Source: an optimization exercise on an open RTL-to-GDS flow (aim: small area). Production flows keep margins and buffers that such runs may drop.
At most, simulation tests tie the RTL to the original design; equivalence was not proved.
No functional check of the RTL was part of run 2.
Power figures rest on the tool's default switching activity, not on a simulated workload.

==> flow/design.v <==
package aes256_pkg;
    localparam int NK      = 8;
    localparam int NB      = 4;
    localparam int NR      = NK + 6;
    localparam int N_RKEYS = NR + 1;
    localparam int RK_W    = 32 * NB;
    localparam int IDX_W   = $clog2(N_RKEYS);
    localparam logic [IDX_W-1:0] LAST_IDX = IDX_W'(NR);
endpackage
import aes256_pkg::*;
module aes256_rkey_ram
(
    input  logic             clk,
    input  logic             reset,
    input  logic             we,
    input  logic [aes256_pkg::RK_W-1:0]  wdata,
    input  logic             re,
    input  logic [aes256_pkg::IDX_W-1:0] rpos,
    output logic [aes256_pkg::RK_W-1:0]  rdata
);
    logic [RK_W-1:0] ring [0:N_RKEYS-1];
    always_ff @(posedge clk) begin
        ring[0] <= we ? wdata : ring[N_RKEYS-1];
    end
    genvar g;
    generate
        for (g = 1; g < N_RKEYS; g = g + 1) begin : g_shift
            always_ff @(posedge clk) begin
                ring[g] <= ring[g-1];
            end
        end
    endgenerate
    logic [N_RKEYS-1:0] sel;
    logic               hold;
    logic [RK_W-1:0]    rnext;
    always_comb begin
        for (int p = 0; p < N_RKEYS; p++) begin
            sel[p] = !reset && re && (rpos == IDX_W'(p));
        end
        hold = !reset && !re;
    end
    always_comb begin
        rnext = {RK_W{hold}} & rdata;
        for (int p = 0; p < N_RKEYS; p++) begin
            rnext = rnext | ({RK_W{sel[p]}} & ring[p]);
        end
    end
    always_ff @(posedge clk) begin
        rdata <= rnext;
    end
endmodule
import aes256_pkg::*;
module aes256_rkey_store
(
    input  logic             clk,
    input  logic             reset,
    input  logic             kg_valid,
    input  logic [aes256_pkg::RK_W-1:0]  kg_data,
    input  logic             kz_clear,
    input  logic             rk_req,
    input  logic [aes256_pkg::IDX_W-1:0] rk_idx,
    input  logic             rk_dec,
    output logic             rk_ready,
    output logic             rk_valid,
    output logic [aes256_pkg::RK_W-1:0]  rk_data,
    output logic             rk_err,
    output logic             ld_err
);
    logic             st_load;
    logic             st_hold;
    logic [IDX_W-1:0] cnt;
    logic             rd_ok;
    logic             we;
    logic             last_beat;
    logic [IDX_W-1:0] rpos;
    logic [IDX_W-1:0] cnt_inc;
    assign rd_ok     = rk_req && rk_ready && (rk_idx != 4'd15);
    assign we        = !reset && !kz_clear && kg_valid && !st_hold;
    assign last_beat = st_load && (cnt == LAST_IDX);
    assign cnt_inc   = (cnt == LAST_IDX) ? '0 : cnt + 4'd1;
    logic [4:0] pos_sum;
    always_comb begin
        if (rk_dec) pos_sum = {1'b0, cnt} + {1'b0, rk_idx} + 5'd1;    
        else        pos_sum = {1'b0, cnt} + 5'd15 - {1'b0, rk_idx};   
        rpos = (pos_sum >= 5'd15) ? IDX_W'(pos_sum - 5'd15) : pos_sum[IDX_W-1:0];
    end
    always_ff @(posedge clk) begin
        if (reset) begin
            st_load  <= 1'b0;
            st_hold  <= 1'b0;
            rk_ready <= 1'b0;
            cnt      <= '0;
            ld_err   <= 1'b0;
        end else begin
            ld_err <= 1'b0;
            if (kz_clear) begin
                st_load  <= 1'b0;
                st_hold  <= 1'b0;
                rk_ready <= 1'b0;
                cnt      <= '0;
            end else if (st_load) begin
                if (kg_valid) begin
                    if (last_beat) begin
                        st_load <= 1'b0;
                        st_hold <= 1'b1;
                    end else begin
                        cnt <= cnt + 4'd1;
                    end
                end else begin
                    st_load <= 1'b0;
                    ld_err  <= 1'b1;
                    cnt     <= '0;
                end
            end else if (st_hold) begin
                cnt <= cnt_inc;
                if (!kg_valid) begin
                    st_hold  <= 1'b0;
                    rk_ready <= 1'b1;
                end
            end else begin
                if (kg_valid) begin
                    st_load  <= 1'b1;
                    rk_ready <= 1'b0;
                    cnt      <= 4'd1;
                end else begin
                    cnt <= cnt_inc;
                end
            end
        end
    end
    always_ff @(posedge clk) begin
        if (reset) begin
            rk_valid <= 1'b0;
            rk_err   <= 1'b0;
        end else begin
            rk_valid <= rd_ok;
            rk_err   <= rk_req && !rd_ok;
        end
    end
    aes256_rkey_ram u_ram (
        .clk   (clk),
        .reset (reset),
        .we    (we),
        .wdata (kg_data),
        .re    (rd_ok),
        .rpos  (rpos),
        .rdata (rk_data)
    );
endmodule
==> flow/run.sh <==
#!/bin/bash
# synth_recipe.tcl (not shown) runs the flow's synth.tcl, then flattens the netlist and writes it again
# the make line also repeats each setting of config.mk as NAME=value (left out here)
make -C /OpenROAD-flow-scripts/flow DESIGN_CONFIG=/design/flow/config.mk WORK_HOME=/design/flow/orfs CLKGATE_MAP_FILE= SYNTH_SCRIPT=/design/flow/synth_recipe.tcl finish
==> flow/config.mk <==
export PLATFORM = sky130hd
export DESIGN_NAME = aes256_rkey_store
export DESIGN_NICKNAME = aes256_rkey_store
export VERILOG_FILES = /design/flow/design.v
export SDC_FILE = /design/flow/constraint.sdc
export NUM_CORES = 4
export LEC_CHECK = 0
export CAP_MARGIN = 20
export CORE_MARGIN = 2
export CORE_UTILIZATION = 40
export SLEW_MARGIN = 20
==> flow/constraint.sdc <==
create_clock -name core_clock -period 5.0 [get_ports {clk}]
set_input_delay 1.0000 -clock core_clock [delete_from_list [all_inputs] [get_ports {clk}]]
set_output_delay 1.0000 -clock core_clock [all_outputs]
set_load 0.01 [all_outputs]
==> summary.txt, run 1 <==
Power and ir drop
  • Pleak: 26.1 nW
  • Max VDD drop: 0.000310 V
  • Power Dens Cells: 503 mW/mm^2
  • Final Total Pwr: 34.8 mW

Floorplan
  • DIE WIDTH: 378 um
  • Core area: 0.139 sq mm
  • Ports: 270
  • Initial Util: 40.2%
  • Row cnt: 137
  • Die Footprint: 0.143 sq mm
  • Vert. Die Dim: 378 um

Status
  • Status: complete, no violations

Synth
  • Seq cells post-synth: 2058
  • Post-Syn Area: 0.0561 sq mm
  • Syn_area_per_cell: 13.5 sq um
  • Ys flop type: dfxtp_1
  • Post-synth EDFFs: 0
  • FFs w/ async S/R, synth: 0%
  • Sequential-to-total area share from yosys stat: 73.5%
  • Syn Inst Count: 4146
  • Post-synth cell types: 55
  • Mapped Nets: 4297
  • Ys Warns: 3

Clocking
  • CTS tree: built
  • CTS Buffer Depth: 3
  • Clk sinks: 2058
  • Cts hold-fix bufs: 0
  • Clk root buf: clkbuf_16
  • Post-CTS Resized: 0
  • CTS Buf Count: 194
  • Setup bufs post-CTS: 0
  • Insertion delay to the later sink of the worst-skew pair: 0.85 ns
  • Worst-path clk slew: 0.06 ns
  • CTS H-tree lvls: 4

Drt
  • Post-Route M1 WL: 71500 um
  • Detailed Route WL: 153000 um
  • DRC Markers: 0
  • DRT iter0 DRCs: 3695
  • Met3 WL post-DR: 10700 um
  • Uppermost routed layer: met5
  • Via-to-Cell Ratio: 5.47
  • Detailed Routing Iterations Pass 1: 6
  • Met2 wire length: 67500 um
  • Drt wl/cell: 23.4 um
  • Final ANT Viol Nets: 0
  • DR vias: 35.8k

Worst setup path
  • Max FO, Critical Path: 102
  • Startpoint class of the critical path: primary input
  • Crit Path Class: primary input to register
  • Arr. time, crit path: 4.99 ns
  • Worst Reg2Reg Path Length in Cells: 15
  • Critical path endpoint category: register
  • RR Startpoint: cnt[0]
  • Critical path startpoint: rk_idx[2]
  • Critical path data required time: 5.70 ns

Final layout
  • Commonest non-fill, non-tap cell in the layout: dfxtp_1
  • Layout cells sized above 1: 14.1%
  • Non-filler cells, final: 6543
  • Fin area: 0.0691 sq mm
  • Final nets: 4656
  • Final Core Density: 49.5%
  • Area growth syn-to-layout: 23.1%
  • Commonest non-fill, non-tap cells in the layout: dfxtp_1, a22oi_1, clkdlybuf4s50_1

Placed design
  • Placed Area: 0.0623 sq mm
  • Dpl cells: 6185
  • Post-DP HPWL: 90400 um
  • Pre-CTS WS: -0.109 ns
  • Routability congestion estimate: 0.790
  • I/O Buffers: 269

Min path
  • Cell count of the worst hold path: 0
  • Worst hold-check path type: register to register
  • Worst Hold Launch: u_ram.ring[7][50]

Timing
  • Final Critical Period: 4.29 ns
  • Final worst path period share: 85.8%
  • Hold_ws: 0.306 ns
  • Slew headroom: 42.9%
  • Slew Viols, Final: 0
  • Final worst slack: 0.712 ns
  • Fmax: 233 MHz
  • Setup Skew: 0.0646 ns
  • RSZ-0062 raised after global routing: false
  • Final hold violations: 0
  • Worst slew pin tran: 0.854 ns
  • Setup TNS Final: 0 ns
  • Count of final setup violators: 0

Global routing
  • First-pass GRT wire length: 229000 um
  • GRT Total Usage: 21.0%
  • Largest net degree at the start of global routing: 103
  • Number of global-route vias before repair: 36.4k
  • Initial antenna violation count: 13
  • GRT Residual Overflow: 0

Flow run
  • Total of max-cap violations: 0
[layout make-up]
class | count | area, sq um
inverters | 14 | 52.6
clock buffers | 279 | 5630
well taps | 1876 | 2350
diodes | 4 | 10.0
fillers | 12000 | 70300
repair buffers | 453 | 4910
multi-input cells | 1784 | 13800
flip-flops and latches | 2058 | 41200
clock inverters | 75 | 1100
[power by group]
part	internal (mW)	switching (mW)	total (mW)
combinational	0.600	0.878	1.48
sequential	17.6	0.624	18.2
clock	8.69	6.35	15.0
[Yosys cell counts, types with 3 or more instances]
cell type	n	area share [%]
dfxtp_1	2058	73
a22oi_1	613	8.2
clkbuf_1	205	1.4
a22o_1	198	3.1
a222oi_1	133	2.4
mux2_2	129	2.6
nand2_1	89	0.60
nor2_1	76	0.51
nand4_1	60	0.67
o22ai_1	60	0.67
nand3_1	58	0.52
a211oi_1	56	0.75
o22a_1	54	0.84
or3_1	51	0.57
o211ai_1	50	0.67
buf_2	43	0.38
buf_1	32	0.21
and3_1	19	0.21
inv_1	14	0.094
a21oi_1	13	0.12
ha_1	11	0.25
or4_1	11	0.15
and2_1	10	0.11
nor3_1	10	0.089
o21ai_0	10	0.089
o2bb2ai_1	10	0.16
a221oi_1	9	0.14
a221o_1	7	0.12
buf_6	7	0.14
mux2i_1	5	0.089
and4_1	4	0.062
o211a_1	4	0.071
buf_4	3	0.040
mux2_4	3	0.080
nor2b_1	3	0.033
[path summary, 6_finish.rpt]
path / end / slack, ns
max: u_ram.rdata[42] / 0.71
max reg2reg: u_ram.rdata[42] / 1.03
min: u_ram.ring[8][50] / 0.31
min reg2reg: u_ram.ring[8][50] / 0.31
[per-layer routing]
| metal | GRT usage (%) | up-vias |
|---|---|---|
| met5 | 0 | - |
| met4 | 6.64 | 16 |
| met3 | 4.24 | 264 |
| met2 | 32.0 | 1286 |
| met1 | 29.7 | 17900 |
| li1 | - | 16400 |
[worst max-delay path: stages]
cell and delay, ns:
clkdlybuf4s50_1 0.62, inv_1 0.08, ha_1 0.33, nor3_1 0.32, a211oi_2 0.11, a2111oi_4 0.35
o31a_1 0.41, buf_4 0.24, mux2_4 0.33, buf_12 0.18, and2_1 0.35, a22oi_1 0.22
and4_1 0.21, nand3_1 0.07
[sequential cells by signal, indices dropped and copies added, names as in the netlist]
name         cells
u_ram.ring    1920
u_ram.rdata    128
cnt              4
ld_err           1
rk_err           1
rk_ready         1
rk_valid         1
st_hold          1
st_load          1
[cells by family after synthesis]
group	Yosys count	share of synthesized area (%)
AOI/OAI and AO/OA	1231	17.5
xor gates and xnor gates	4	0.0625
adders and majority gates	13	0.317
buffers and inverters	304	2.24
DFF	2058	73.5
muxes	137	2.76
and+or+nand+nor	399	3.62
==> run 2, diff against run 1 <==
--- a/flow/design.v
+++ b/flow/design.v
@@ -9,4 +9,27 @@
 endpackage
 import aes256_pkg::*;
+module aes256_rkey_aoi3
+(
+    input  logic [2:0] d,
+    input  logic [2:0] s,
+    output logic       yn
+);
+    assign yn = !(|(d & s));
+endmodule
+module aes256_rkey_bitmux
+(
+    input  logic [15:0] d,
+    input  logic [15:0] s,
+    output logic        y
+);
+    logic [4:0] xn;
+    genvar g;
+    generate
+        for (g = 0; g < 5; g = g + 1) begin : g_grp
+            aes256_rkey_aoi3 u_aoi (.d(d[3*g +: 3]), .s(s[3*g +: 3]), .yn(xn[g]));
+        end
+    endgenerate
+    assign y = !(&xn) | (d[15] & s[15]);
+endmodule
 module aes256_rkey_ram
 (
@@ -40,10 +63,15 @@
         hold = !reset && !re;
     end
-    always_comb begin
-        rnext = {RK_W{hold}} & rdata;
-        for (int p = 0; p < N_RKEYS; p++) begin
-            rnext = rnext | ({RK_W{sel[p]}} & ring[p]);
+    genvar b;
+    generate
+        for (b = 0; b < RK_W; b = b + 1) begin : g_rmux
+            logic [N_RKEYS:0] d;
+            always_comb begin
+                for (int p = 0; p < N_RKEYS; p++) d[p] = ring[p][b];
+                d[N_RKEYS] = rdata[b];
+            end
+            aes256_rkey_bitmux u_mux (.d(d), .s({hold, sel}), .y(rnext[b]));
         end
-    end
+    endgenerate
     always_ff @(posedge clk) begin
         rdata <= rnext;
--- a/flow/config.mk
+++ b/flow/config.mk
@@ -9,3 +9,6 @@
 export CORE_MARGIN = 2
 export CORE_UTILIZATION = 40
+export CTS_BUF_LIST = sky130_fd_sc_hd__clkbuf_4
 export SLEW_MARGIN = 20
+export SYNTH_HIERARCHICAL = 1
+export SYNTH_MINIMUM_KEEP_SIZE = 0
==> run 2 against run 1 <==
Non-clock buffer count fell by 17. Die area fell by 5.4%. Power fell by 10%. Utilization rose by 0.19 points. Global-route usage fell by 0.99 points. Critical path depth rose by 3. Setup slack improved by 0.23 ns. Largest power group unchanged.
==> summary.txt, run 2 <==
Worst setup path
  • Max FO, Critical Path: 23
  • Delay-heaviest family, CP: adder cells
  • Slowest library cell on the worst path: dfxtp_1
  • Bufs and invs on worst path: 5
  • Startpoint class of the critical path: register
  • Crit Path Class: register to register
  • Critical path data required time: 6.07 ns
  • Worst Reg2Reg Path Length in Cells: 17
  • Cells along the critical path: inv_1 > ha_1 > fa_1 > mux2i_1 > ha_1 > nor2_1 > o31a_2 > buf_4 > xnor2_1 > nand4bb_1 > buf_4 > nor3_4 > buf_12 > buf_12 > a222oi_1 > and3_1 > nand4_1
  • Largest stage delay on the critical path: 0.43 ns
  • Stages on worst setup path: 17
  • Critical path endpoint category: register
  • Reg2reg setup slack: 0.94 ns
  • Arr. time, crit path: 5.13 ns

Clocking
  • CTS Buf Count: 490
  • Cts hold-fix bufs: 0
  • CTS tree: built
  • Post-CTS Resized: 0
  • Worst-path clk slew: 0.07 ns
  • Setup bufs post-CTS: 0
  • Clk root buf: clkbuf_4
  • Insertion delay to the later sink of the worst-skew pair: 1.33 ns
  • Clk sinks: 2058
  • CTS H-tree lvls: 5
  • CTS Buffer Depth: 4

Final layout
  • Area growth syn-to-layout: 23.3%
  • Top Registers: u_ram.ring (1920), u_ram.rdata (128), cnt (4)
  • Layout cells sized above 1: 19.9%
  • Most flops, register: u_ram.ring
  • Max reg flops: 1920
  • Commonest non-fill, non-tap cell in the layout: dfxtp_1
  • Final nets: 4411
  • Multi-input logic area: 0.0109 sq mm
  • Commonest non-fill, non-tap cells in the layout: dfxtp_1, clkbuf_4, a222oi_1
  • Fillcell total: 11.5k
  • Seq. cell area: 0.0412 sq mm

Synth
  • Post-synth EDFFs: 0
  • Syn_area_per_cell: 15.3 sq um
  • FFs w/ async S/R, synth: 0%
  • Top cells by count, synth: dfxtp_1, a222oi_1, buf_4, nand2_1, and3_1
  • Post-Syn Area: 0.0530 sq mm
  • Seq cells post-synth: 2058
  • Mapped Nets: 3628
  • Ys Warns: 9
  • Post-synth cell types: 40
  • Area share of the largest cell type after synthesis: 77.7%
  • Syn Inst Count: 3475
  • Ys flop type: dfxtp_1
  • Yosys top cell by area: dfxtp_1
  • Synth top area cells: dfxtp_1, a222oi_1, mux2_1, buf_4, and3_1
  • Cell with the most instances after synthesis: dfxtp_1
  • Sequential-to-total area share from yosys stat: 77.7%

Drt
  • Via-to-Cell Ratio: 5.42
  • Detailed Routing Iterations Pass 1: 11
  • Detailed Route WL: 140000 um
  • DRT iter0 DRCs: 4820
  • DRC Markers: 0
  • Drt wl/cell: 22.0 um
  • Final ANT Viol Nets: 0
  • DR vias: 34.4k

Power and ir drop
  • Max VDD drop: 0.000199 V
  • Final Total Pwr: 31.3 mW
  • Power Dens Cells: 478 mW/mm^2
  • Pleak: 25.2 nW

Timing
  • Hold_ws: 0.219 ns
  • Slew Viols, Final: 0
  • Final Critical Period: 4.06 ns
  • Count of final setup violators: 0
  • Final worst path period share: 81.1%
  • Fmax: 246 MHz
  • RSZ-0062 raised after global routing: false
  • Setup Skew: 0.135 ns
  • Final worst slack: 0.943 ns
  • Final hold violations: 0
  • Worst slew pin tran: 0.949 ns
  • Slew headroom: 36.6%

Floorplan
  • Ports: 270
  • Die Footprint: 0.136 sq mm
  • Row cnt: 133
  • Core area: 0.131 sq mm
  • DIE WIDTH: 368 um
  • Initial Util: 40.3%
  • Vert. Die Dim: 368 um

Global routing
  • Initial antenna violation count: 9
  • First-pass GRT wire length: 209000 um
  • Number of global-route vias before repair: 35.4k
  • Largest net degree at the start of global routing: 52
  • GRT Total Usage: 20.0%
  • GRT Residual Overflow: 0

Flow run
  • Total of max-cap violations: 0

Min path
  • Cell count of the worst hold path: 0
  • Worst hold-check path type: register to register

Placed design
  • I/O Buffers: 269
  • Post-DP HPWL: 79500 um
  • Routability congestion estimate: 0.752
  • Pre-CTS WS: -0.0840 ns

Status
  • Status: complete, no violations
==> run 2: area by class of cell <==
cell class / count / share of cell area, %
diodes: 12 / 0.0459
clock buffers: 704 / 8.08
clock inverters: 115 / 0.850
inverters: 11 / 0.0631
multi-input cells: 1261 / 16.6
flip-flops and latches: 2058 / 63.0
well taps: 1755 / 3.36
repair buffers: 436 / 8.01
==> run 2: worst paths after layout <==
check,start,to
hold reg to reg,u_ram.ring[10][58],u_ram.ring[11][58]
setup / recovery,cnt[0],u_ram.rdata[114]
setup reg to reg,cnt[0],u_ram.rdata[114]
hold / removal,u_ram.ring[10][58],u_ram.ring[11][58]
==> run 2: layer usage <==
layer,global-route usage (%),vias to the layer above,part of all wire [%]
met2,30.4,1454,45
li1,-,15600,-
met5,0,-,0.036
met3,4.85,230,7.6
met1,27.3,17100,45
met4,7.88,6,2.2
==> run 2: stage by stage <==
| step | utilization [%] | cell area (sq um) | instances | TNS [ns] |
|---|---|---|---|---|
| detailed placement | 45.3 | 59500 | 5521 | -3.27 |
| floorplan | - | 53200 | 3475 | -149.08 |
| CTS | 49.7 | 65400 | 6340 | 0 |
| finish | 49.7 | 65400 | 6352 | 0 |
| global placement | 45.3 | 59500 | 5521 | -0.607 |
| global route | 49.7 | 65400 | 6348 | 0 |
==> run 2: power breakdown <==
part           switching, mW  internal (mW)
logic                  0.166          0.198
clock network           6.14           6.60
registers              0.586           17.6
==> run 2: logic make-up after synthesis <==
group | synth area share (%)
AND/OR/NAND/NOR | 4.56
adder cells (fa/ha/maj) | 0.382
multiplexers | 2.80
XOR/XNOR | 0.0330
buffers and inverters | 2.11
AO/OA/AOI/OAI | 12.4
flip-flops | 77.7
==> run 2: per-module statistics from Yosys (local to each module, per instance) <==
module              times used  cell area, sq um  cells  flip-flops and latches
aes256_rkey_bitmux         128              16.3      3                       0
aes256_rkey_store            1               913    110                      10
aes256_rkey_ram              1             43600   2341                    2048
aes256_rkey_aoi3           640              10.0      1                       0
==> run 3, diff against run 2 <==
--- a/flow/design.v
+++ b/flow/design.v
@@ -9,4 +9,14 @@
 endpackage
 import aes256_pkg::*;
+module aes256_rkey_ao22
+(
+    input  logic a1,
+    input  logic a2,
+    input  logic b1,
+    input  logic b2,
+    output logic y
+);
+    assign y = (a1 & a2) | (b1 & b2);
+endmodule
 module aes256_rkey_aoi3
 (
@@ -39,10 +49,20 @@
     input  logic [aes256_pkg::RK_W-1:0]  wdata,
     input  logic             re,
-    input  logic [aes256_pkg::IDX_W-1:0] rpos,
+    input  logic [4:0]       rsum,
     output logic [aes256_pkg::RK_W-1:0]  rdata
 );
     logic [RK_W-1:0] ring [0:N_RKEYS-1];
+    logic            we_n;
+    logic [RK_W-1:0] ring_in;
+    assign we_n = !we;
+    genvar e;
+    generate
+        for (e = 0; e < RK_W; e = e + 1) begin : g_entry
+            aes256_rkey_ao22 u_ao (.a1(we), .a2(wdata[e]), .b1(we_n), .b2(ring[N_RKEYS-1][e]),
+                                   .y(ring_in[e]));
+        end
+    endgenerate
     always_ff @(posedge clk) begin
-        ring[0] <= we ? wdata : ring[N_RKEYS-1];
+        ring[0] <= ring_in;
     end
     genvar g;
@@ -59,5 +79,5 @@
     always_comb begin
         for (int p = 0; p < N_RKEYS; p++) begin
-            sel[p] = !reset && re && (rpos == IDX_W'(p));
+            sel[p] = !reset && re && (rsum == 5'(p) || rsum == 5'(p + 15) || (p == 0 && rsum == 5'd30));
         end
         hold = !reset && !re;
@@ -101,5 +121,4 @@
     logic             we;
     logic             last_beat;
-    logic [IDX_W-1:0] rpos;
     logic [IDX_W-1:0] cnt_inc;
     assign rd_ok     = rk_req && rk_ready && (rk_idx != 4'd15);
@@ -108,9 +127,5 @@
     assign cnt_inc   = (cnt == LAST_IDX) ? '0 : cnt + 4'd1;
     logic [4:0] pos_sum;
-    always_comb begin
-        if (rk_dec) pos_sum = {1'b0, cnt} + {1'b0, rk_idx} + 5'd1;    
-        else        pos_sum = {1'b0, cnt} + 5'd15 - {1'b0, rk_idx};   
-        rpos = (pos_sum >= 5'd15) ? IDX_W'(pos_sum - 5'd15) : pos_sum[IDX_W-1:0];
-    end
+    assign pos_sum = {1'b0, cnt} + {1'b0, (rk_dec ? rk_idx : ~rk_idx)} + {4'd0, rk_dec};
     always_ff @(posedge clk) begin
         if (reset) begin
@@ -172,5 +187,5 @@
         .wdata (kg_data),
         .re    (rd_ok),
-        .rpos  (rpos),
+        .rsum  (pos_sum),
         .rdata (rk_data)
     );
==> flow/flow/run.sh (new file) <==
#!/bin/bash
# The standard layout (standard.sh), with two of its steps given other options:
#  - port buffers use the smallest buffer, sky130_fd_sc_hd__buf_1, instead of the
#    buffer_ports default (every input and output port still gets its own buffer);
#  - clock tree: clkbuf_8 buffers, sink clusters of at most 15, without dummy loads.
# Everything else (synthesis, floorplan, power grid, taps, placement, routing) is
# the standard flow. make's full output goes to standard.log; ORFS's per-step logs
# stay under orfs/logs.
set -euo pipefail
bash standard.sh \
  "BUFFER_PORTS_ARGS=-buffer_cell sky130_fd_sc_hd__buf_1" \
  "CTS_ARGS=-sink_clustering_enable -repair_clock_nets -buf_list sky130_fd_sc_hd__clkbuf_8 -sink_clustering_size 15 -sink_clustering_max_diameter 50 -dont_use_dummy_load" \
  finish > standard.log 2>&1
==> flow/standard.sh (new file) <==
#!/bin/bash
# synth_recipe.tcl (not shown) runs the flow's synth.tcl, then flattens the netlist and writes it again
# the make line also repeats each setting of config.mk as NAME=value (left out here)
make -C /OpenROAD-flow-scripts/flow DESIGN_CONFIG=/design/flow/config.mk WORK_HOME=/design/flow/orfs CLKGATE_MAP_FILE= SYNTH_SCRIPT=/design/flow/synth_recipe.tcl "${@:-finish}"
--- a/flow/config.mk
+++ b/flow/config.mk
@@ -8,6 +8,5 @@
 export CAP_MARGIN = 20
 export CORE_MARGIN = 2
-export CORE_UTILIZATION = 40
-export CTS_BUF_LIST = sky130_fd_sc_hd__clkbuf_4
+export CORE_UTILIZATION = 55
 export SLEW_MARGIN = 20
 export SYNTH_HIERARCHICAL = 1
removed: flow/run.sh
==> run 3 against run 2 <==
Still clean. Global-route usage up 7.5 points. Sequential share of layout area up 8.9 points. Setup slack better by 0.45 ns. Sequential power about the same. Clock skew down 0.067 ns. Utilization up 11 points.
==> summary.txt, run 3 <==
Power and ir drop
  • Power Dens Cells: 457 mW/mm^2
  • Max VDD drop: 0.000278 V
  • Pleak: 21.1 nW
  • Final Total Pwr: 26.2 mW

Min path
  • Worst hold-check path type: register to register
  • Cell count of the worst hold path: 0
  • Worst Hold Launch: u_ram.ring[7][65]
  • Hold Path Sink: u_ram.ring[8][65]

Flow run
  • Total of max-cap violations: 0

Timing
  • Setup TNS Final: 0 ns
  • Final worst path period share: 72.1%
  • Hold_ws: 0.273 ns
  • Final Critical Period: 3.61 ns
  • Slew headroom: 27.8%
  • Final worst slack: 1.39 ns
  • Setup Skew: 0.0683 ns
  • RSZ-0062 raised after global routing: false
  • Final hold violations: 0
  • Slew Viols, Final: 0
  • Worst slew pin tran: 1.08 ns
  • Count of final setup violators: 0
  • Fmax: 277 MHz

Worst setup path
  • Stages on worst setup path: 11
  • Critical path endpoint category: register
  • Worst Reg2Reg Path Length in Cells: 10
  • Reg2reg setup slack: 1.41 ns
  • Cells along the critical path: buf_1 > mux2_4 > fa_2 > a21oi_2 > o21bai_2 > nor3_1 > mux2i_1 > nor3_4 > buf_4 > a222oi_1 > nand4_1
  • Crit Path Class: primary input to register
  • Max FO, Critical Path: 19
  • Bufs and invs on worst path: 2
  • Critical path data required time: 5.77 ns
  • Delay-heaviest family, CP: simple AND/OR/NAND/NOR gates
  • Worst R2R End: u_ram.rdata[45]
  • Largest stage delay on the critical path: 0.79 ns
  • Slowest library cell on the worst path: nor3_4
  • RR Startpoint: cnt[0]
  • Arr. time, crit path: 4.38 ns
  • Startpoint class of the critical path: primary input

Final layout
  • Seq. cell area: 0.0412 sq mm
  • Non-filler cells, final: 5066
  • Max reg flops: 1920
  • Most flops, register: u_ram.ring
  • Final nets: 3939
  • Top Registers: u_ram.ring (1920), u_ram.rdata (128), cnt (4)
  • Commonest non-fill, non-tap cell in the layout: dfxtp_1
  • Commonest non-fill, non-tap cells in the layout: dfxtp_1, a222oi_1, buf_1
  • Fillcell total: 7332
  • Area growth syn-to-layout: 9.18%
  • Layout cells sized above 1: 6.38%
  • Multi-input logic area: 0.0104 sq mm

Drt
  • DR vias: 32.6k
  • Via-to-Cell Ratio: 6.44
  • Final ANT Viol Nets: 0
  • DRC Markers: 0
  • Drt wl/cell: 27.3 um
  • Detailed Routing Iterations Pass 1: 13
  • Detailed Route WL: 139000 um
  • DRT iter0 DRCs: 5229

Status
  • Status: complete, no violations

Clocking
  • Post-CTS Resized: 0
  • Insertion delay to the later sink of the worst-skew pair: 0.84 ns
  • Worst-path clk slew: 0.09 ns
  • Clk root buf: clkbuf_8
  • Cts hold-fix bufs: 0
  • CTS Buf Count: 162
  • CTS Buffer Depth: 3
  • Clk sinks: 2058
  • CTS tree: built
  • Setup bufs post-CTS: 0
  • CTS H-tree lvls: 4

Placed design
  • Dpl cells: 4894
  • Routability congestion estimate: 0.796
  • I/O Buffers: 269
  • Post-DP HPWL: 70800 um
  • Pre-CTS WS: 0.591 ns

Floorplan
  • Ports: 270
  • Initial Util: 55.4%
  • Die Footprint: 0.0979 sq mm
  • Core area: 0.0947 sq mm
  • Vert. Die Dim: 313 um
  • Row cnt: 113
  • DIE WIDTH: 313 um

Synth
  • Yosys top cell by area: dfxtp_1
  • FFs w/ async S/R, synth: 0%
  • Top cells by count, synth: dfxtp_1, a222oi_1, nand2_1, nand4_1, and3_1
  • Ys flop type: dfxtp_1
  • Sequential-to-total area share from yosys stat: 78.5%
  • Seq cells post-synth: 2058
  • Ys Warns: 10
  • Syn_area_per_cell: 15.2 sq um
  • Post-synth EDFFs: 0
  • Area share of the largest cell type after synthesis: 78.5%
  • Post-synth cell types: 41
  • Synth top area cells: dfxtp_1, a222oi_1, a22o_1, buf_4, nand4_1
  • Syn Inst Count: 3442
  • Mapped Nets: 3588
  • Cell with the most instances after synthesis: dfxtp_1
  • Post-Syn Area: 0.0525 sq mm

Global routing
  • Global-route met2 utilization: 44.0%
  • Number of global-route vias before repair: 33.8k
  • Met1 global-route usage: 37.3%
  • First-pass GRT wire length: 207000 um
  • Global route hottest layer: met2
  • Met3 Usage GRT: 5.66%
  • GRT Residual Overflow: 0
  • Largest net degree at the start of global routing: 83
  • Initial antenna violation count: 16
  • GRT Total Usage: 27.4%
==> run 3: how the worst max path moves through the flow <==
stage / from / end
floorplan: rk_idx[0] / u_ram.rdata[100]
global placement: rk_dec / u_ram.rdata[82]
detailed placement: rk_idx[0] / u_ram.rdata[45]
CTS: cnt[0] / u_ram.rdata[45]
global route: rk_dec / u_ram.rdata[4]
finish: rk_idx[0] / u_ram.rdata[45]
==> run 3: cells by family after synthesis <==
logic type               count (synthesis)  share of synthesized area, %
AO/OA/AOI/OAI                          785                          14.6
AND/OR/NAND/NOR                        443                          4.61
multiplexers                             4                        0.0858
XOR/XNOR                                 6                         0.114
buffers and inverters                  138                          1.92
adder cells (fa/ha/maj)                  8                         0.205
flip-flops                            2058                          78.5
==> run 3: layer usage <==
metal / share of wire, % / vias to the layer above
met4: 2.3 / 12
met5: 0.051 / -
met1: 42 / 16500
met2: 47 / 1556
met3: 8.9 / 240
li1: - / 14300
==> run 3: stage by stage <==
| stage | instance area, sq um | utilization, % |
|---|---|---|
| detailed placement | 55000 | 58.1 |
| CTS | 57300 | 60.5 |
| floorplan | 52600 | - |
| finish | 57300 | 60.5 |
| global placement | 55000 | 58.1 |
| global route | 57300 | 60.5 |
==> run 3: area by class of cell <==
type	instances	share of cell area, %
sequential	2058	71.9
multi-input combinational	1246	18.2
clock buffer	162	3.89
timing repair buffer	320	3.15
tap	1265	2.76
antenna	10	0.0437
inverter	5	0.0415
==> run 3: power by group <==
part           internal, mW  switching (mW)
registers              17.5           0.609
clock network          2.90            4.82
logic                 0.122           0.176
==> run 3: worst reg2reg max path, stage by stage, from the launching register on <==
cell	delay (ns)
dfxtp_1	0.39
mux2_4	0.33
fa_2	0.36
a21oi_2	0.15
o21bai_2	0.12
nor3_1	0.34
mux2i_1	0.25
nor3_4	0.79
buf_4	0.50
a222oi_1	0.18
nand4_1	0.16
==> run 3: per-module statistics from Yosys, one instance, submodules excluded <==
module              cell area, sq um  flops+latches  cells  copies in the design
aes256_rkey_ao22                8.76              0      1                   128
aes256_rkey_bitmux              16.3              0      3                   128
aes256_rkey_store                669             10     75                     1
aes256_rkey_ram                42200           2048   2215                     1
aes256_rkey_aoi3                10.0              0      1                   640
==> run 4, diff against run 3 <==
==> flow/flow/run.sh (replaced) <==
#!/bin/bash
# The standard layout (standard.sh), with two of its steps given other options:
#  - port buffers use the smallest buffer, sky130_fd_sc_hd__buf_1, instead of the
#    buffer_ports default (every input and output port still gets its own buffer);
#  - clock tree: clkbuf_8 buffers, sink clusters of at most 20 (60 um across), without dummy loads.
# Everything else (synthesis, floorplan, power grid, taps, placement, routing) is
# the standard flow. make's full output goes to standard.log; ORFS's per-step logs
# stay under orfs/logs.
set -euo pipefail
bash standard.sh \
  "BUFFER_PORTS_ARGS=-buffer_cell sky130_fd_sc_hd__buf_1" \
  "CTS_ARGS=-sink_clustering_enable -repair_clock_nets -buf_list sky130_fd_sc_hd__clkbuf_8 -sink_clustering_size 20 -sink_clustering_max_diameter 60 -dont_use_dummy_load" \
  finish > standard.log 2>&1
==> run 4 against run 3 <==
Critical endpoint unchanged. Cell count is 0.67% lower. Still clean on timing, DRC and antenna. Worst hold slack better by 0.0070 ns. Area after synthesis stayed put. Critical path depth stayed put. Register-to-register slack hardly changed. Critical path type unchanged. Largest cell class unchanged.
==> summary.txt, run 4 <==
Synth
  • Synth top area cells: dfxtp_1, a222oi_1, a22o_1, buf_4, nand4_1
  • Ys flop type: dfxtp_1
  • Post-Syn Area: 0.0525 sq mm
  • Top cells by count, synth: dfxtp_1, a222oi_1, nand2_1, nand4_1, and3_1
  • Syn Inst Count: 3442
  • Post-synth EDFFs: 0
  • FFs w/ async S/R, synth: 0%
  • Mapped Nets: 3588
  • Seq cells post-synth: 2058
  • Post-synth cell types: 41
  • Sequential-to-total area share from yosys stat: 78.5%
  • Yosys top cell by area: dfxtp_1
  • Area share of the largest cell type after synthesis: 78.5%
  • Cell with the most instances after synthesis: dfxtp_1
  • Ys Warns: 10
  • Syn_area_per_cell: 15.2 sq um

Floorplan
  • Vert. Die Dim: 313 um
  • Ports: 270
  • Core area: 0.0947 sq mm
  • Die Footprint: 0.0979 sq mm
  • Row cnt: 113
  • Initial Util: 55.4%
  • DIE WIDTH: 313 um

Placed design
  • I/O Buffers: 269
  • Routability congestion estimate: 0.796
  • Pre-CTS WS: 0.591 ns
  • Post-DP HPWL: 70800 um

Clocking
  • Worst-path clk slew: 0.11 ns
  • CTS tree: built
  • Insertion delay to the later sink of the worst-skew pair: 0.85 ns
  • Post-CTS Resized: 0
  • Setup bufs post-CTS: 0
  • CTS Buf Count: 130
  • CTS Buffer Depth: 3
  • Clk sinks: 2058
  • Cts hold-fix bufs: 0
  • CTS H-tree lvls: 4
  • Clk root buf: clkbuf_8

Min path
  • Worst hold-check path type: register to register

Final layout
  • Final Core Density: 60.0%
  • Max reg flops: 1920
  • Top Registers: u_ram.ring (1920), u_ram.rdata (128), cnt (4)
  • Most flops, register: u_ram.ring
  • Layout cells sized above 1: 5.59%
  • Fillcell total: 7375
  • Final nets: 3907
  • Commonest non-fill, non-tap cell in the layout: dfxtp_1
  • Area growth syn-to-layout: 8.33%
  • Commonest non-fill, non-tap cells in the layout: dfxtp_1, a222oi_1, buf_1

Drt
  • DRT iter0 DRCs: 4945
  • Detailed Routing Iterations Pass 1: 9
  • Detailed Route WL: 138000 um
  • Final ANT Viol Nets: 0
  • Via-to-Cell Ratio: 6.41
  • DR vias: 32.3k
  • DRC Markers: 0
  • Drt wl/cell: 27.4 um

Worst setup path
  • Slowest library cell on the worst path: nor3_4
  • Largest stage delay on the critical path: 0.80 ns
  • Critical path endpoint category: register
  • Max FO, Critical Path: 19
  • Critical path data required time: 5.77 ns
  • Startpoint class of the critical path: primary input
  • Arr. time, crit path: 4.39 ns
  • Cells along the critical path: buf_1 > mux2_4 > fa_2 > a21oi_2 > o21bai_2 > nor3_1 > mux2i_1 > nor3_4 > buf_4 > a222oi_1 > nand4_1
  • Crit Path Class: primary input to register

Power and ir drop
  • Power Dens Cells: 448 mW/mm^2
  • Max VDD drop: 0.000275 V
  • Pleak: 20.9 nW

Global routing
  • Largest net degree at the start of global routing: 83
  • GRT Total Usage: 27.3%
  • Initial antenna violation count: 16
  • Number of global-route vias before repair: 33.5k
  • First-pass GRT wire length: 205000 um
  • GRT Residual Overflow: 0

Timing
  • Worst slew pin tran: 1.08 ns
  • Slew Viols, Final: 0
  • Final hold violations: 0
  • Final worst path period share: 72.4%
  • Count of final setup violators: 0
  • RSZ-0062 raised after global routing: false
  • Setup TNS Final: 0 ns
  • Fmax: 276 MHz
  • Slew headroom: 27.7%
  • Setup Skew: 0.0656 ns
  • Final Critical Period: 3.62 ns
  • Final worst slack: 1.38 ns

Flow run
  • Total of max-cap violations: 0

Status
  • Status: complete, no violations
## run 4: area by class of cell
class / count / area, sq um / area share [%]
Multi-Input combinational cell: 1246 / 10400 / 18.3
Antenna cell: 8 / 20.0 / 0.0352
Sequential cell: 2058 / 41200 / 72.5
Inverter: 5 / 23.8 / 0.0418
Tap cell: 1265 / 1580 / 2.78
Clock buffer: 130 / 1790 / 3.15
Timing Repair Buffer: 320 / 1810 / 3.18
## run 4: cell families after synthesis
| logic type | Yosys count | share of synthesized area (%) |
|---|---|---|
| DFF | 2058 | 78.5 |
| adders and majority gates | 8 | 0.205 |
| and+or+nand+nor | 443 | 4.61 |
| xor gates and xnor gates | 6 | 0.114 |
| AOI/OAI and AO/OA | 785 | 14.6 |
| muxes | 4 | 0.0858 |
| buffers and inverters | 138 | 1.92 |
## run 4: Yosys stat by module (local to each module, per instance)
module / cell area [sq um] / cells inside / copies in the design / flip-flops and latches
aes256_rkey_ao22: 8.76 / 1 / 128 / 0
aes256_rkey_aoi3: 10.0 / 1 / 640 / 0
aes256_rkey_bitmux: 16.3 / 3 / 128 / 0
aes256_rkey_ram: 42200 / 2215 / 1 / 2048
aes256_rkey_store: 669 / 75 / 1 / 10
## run 4: metal layers
metal,GRT usage (%),up-vias,wire length [um]
met5,0,-,100
met4,8.21,16,2690
met3,5.48,192,12000
met2,43.9,1446,64600
met1,37.4,16400,58500
li1,-,14200,-
## run 4: worst paths after layout
| path | startpoint | to | slack (ns) | depth (start not counted) |
|---|---|---|---|---|
| worst max-delay path | rk_idx[0] | u_ram.rdata[45] | 1.38 | 11 |
| worst max register to register | cnt[0] | u_ram.rdata[45] | 1.40 | 10 |
| worst min-delay path | u_ram.ring[7][65] | u_ram.ring[8][65] | 0.28 | 0 |
| worst min register to register | u_ram.ring[7][65] | u_ram.ring[8][65] | 0.28 | 0 |
## run 4: per-stage QoR
stage               instance area [sq um]  hold WS (ns)  cells  power (mW)
floorplan                           52600         0.330   3442        18.5
global placement                    55000         0.333   4894        18.7
detailed placement                  55000         0.334   4894        18.8
CTS                                 56800         0.284   5024        25.6
global route                        56900         0.266   5032        26.4
finish                              56900         0.280   5032        25.5
## run 4: power by group
group	internal (mW)	switching, mW
Sequential	17.6	0.610
Clock	2.36	4.65
Combinational	0.122	0.176
## run 4: critical path, delay by kind of cell
kind | cells | cell delay [ns]
adder cells (fa/ha/maj) | 1 | 0.36
multiplexers | 2 | 0.60
AO/OA/AOI/OAI | 3 | 0.43
AND/OR/NAND/NOR | 3 | 1.29
buffers and inverters | 2 | 0.66

[re-timing with driven ports]
Ports are ideal in the flow. The routed layouts listed here were re-timed in OpenROAD. Step 1 (the two cells are an assumption about what drives the block):
set clk [get_ports {clk}]
set_driving_cell -lib_cell sky130_fd_sc_hd__clkbuf_16 $clk
set_driving_cell -lib_cell sky130_fd_sc_hd__buf_2 [delete_from_list [all_inputs] $clk]
Step 2 adds t to the input delays and takes it off the output delays; t is the mean of the earliest and latest rising clock arrival at the registers after step 1. Input paths then give back, and output paths get back, about the clock's delay inside the block. Three values: ideal ports, drivers, drivers and shift; two values: the first two.
run	t (ns)	setup slack, ns	worst setup path after step 2	worst register clock-pin slew, ns
run 1	0.889	0.712 / 0.669 / -0.220	input to register	0.07 / 0.07
run 2	1.337	0.943 / 0.943 / -0.150	input to register	0.07 / 0.07
run 3	0.877	1.395 / 1.406 / 0.561	input to register	0.10 / 0.10
run 4	0.874	1.379 / 1.399 / 0.549	input to register	0.12 / 0.12
Met with ideal ports but missed after step 2: setup timing in run 1 and run 2. The setup slack of run 2, which loses most, moves by 0.000 ns with the drivers and by -1.093 ns with both steps.
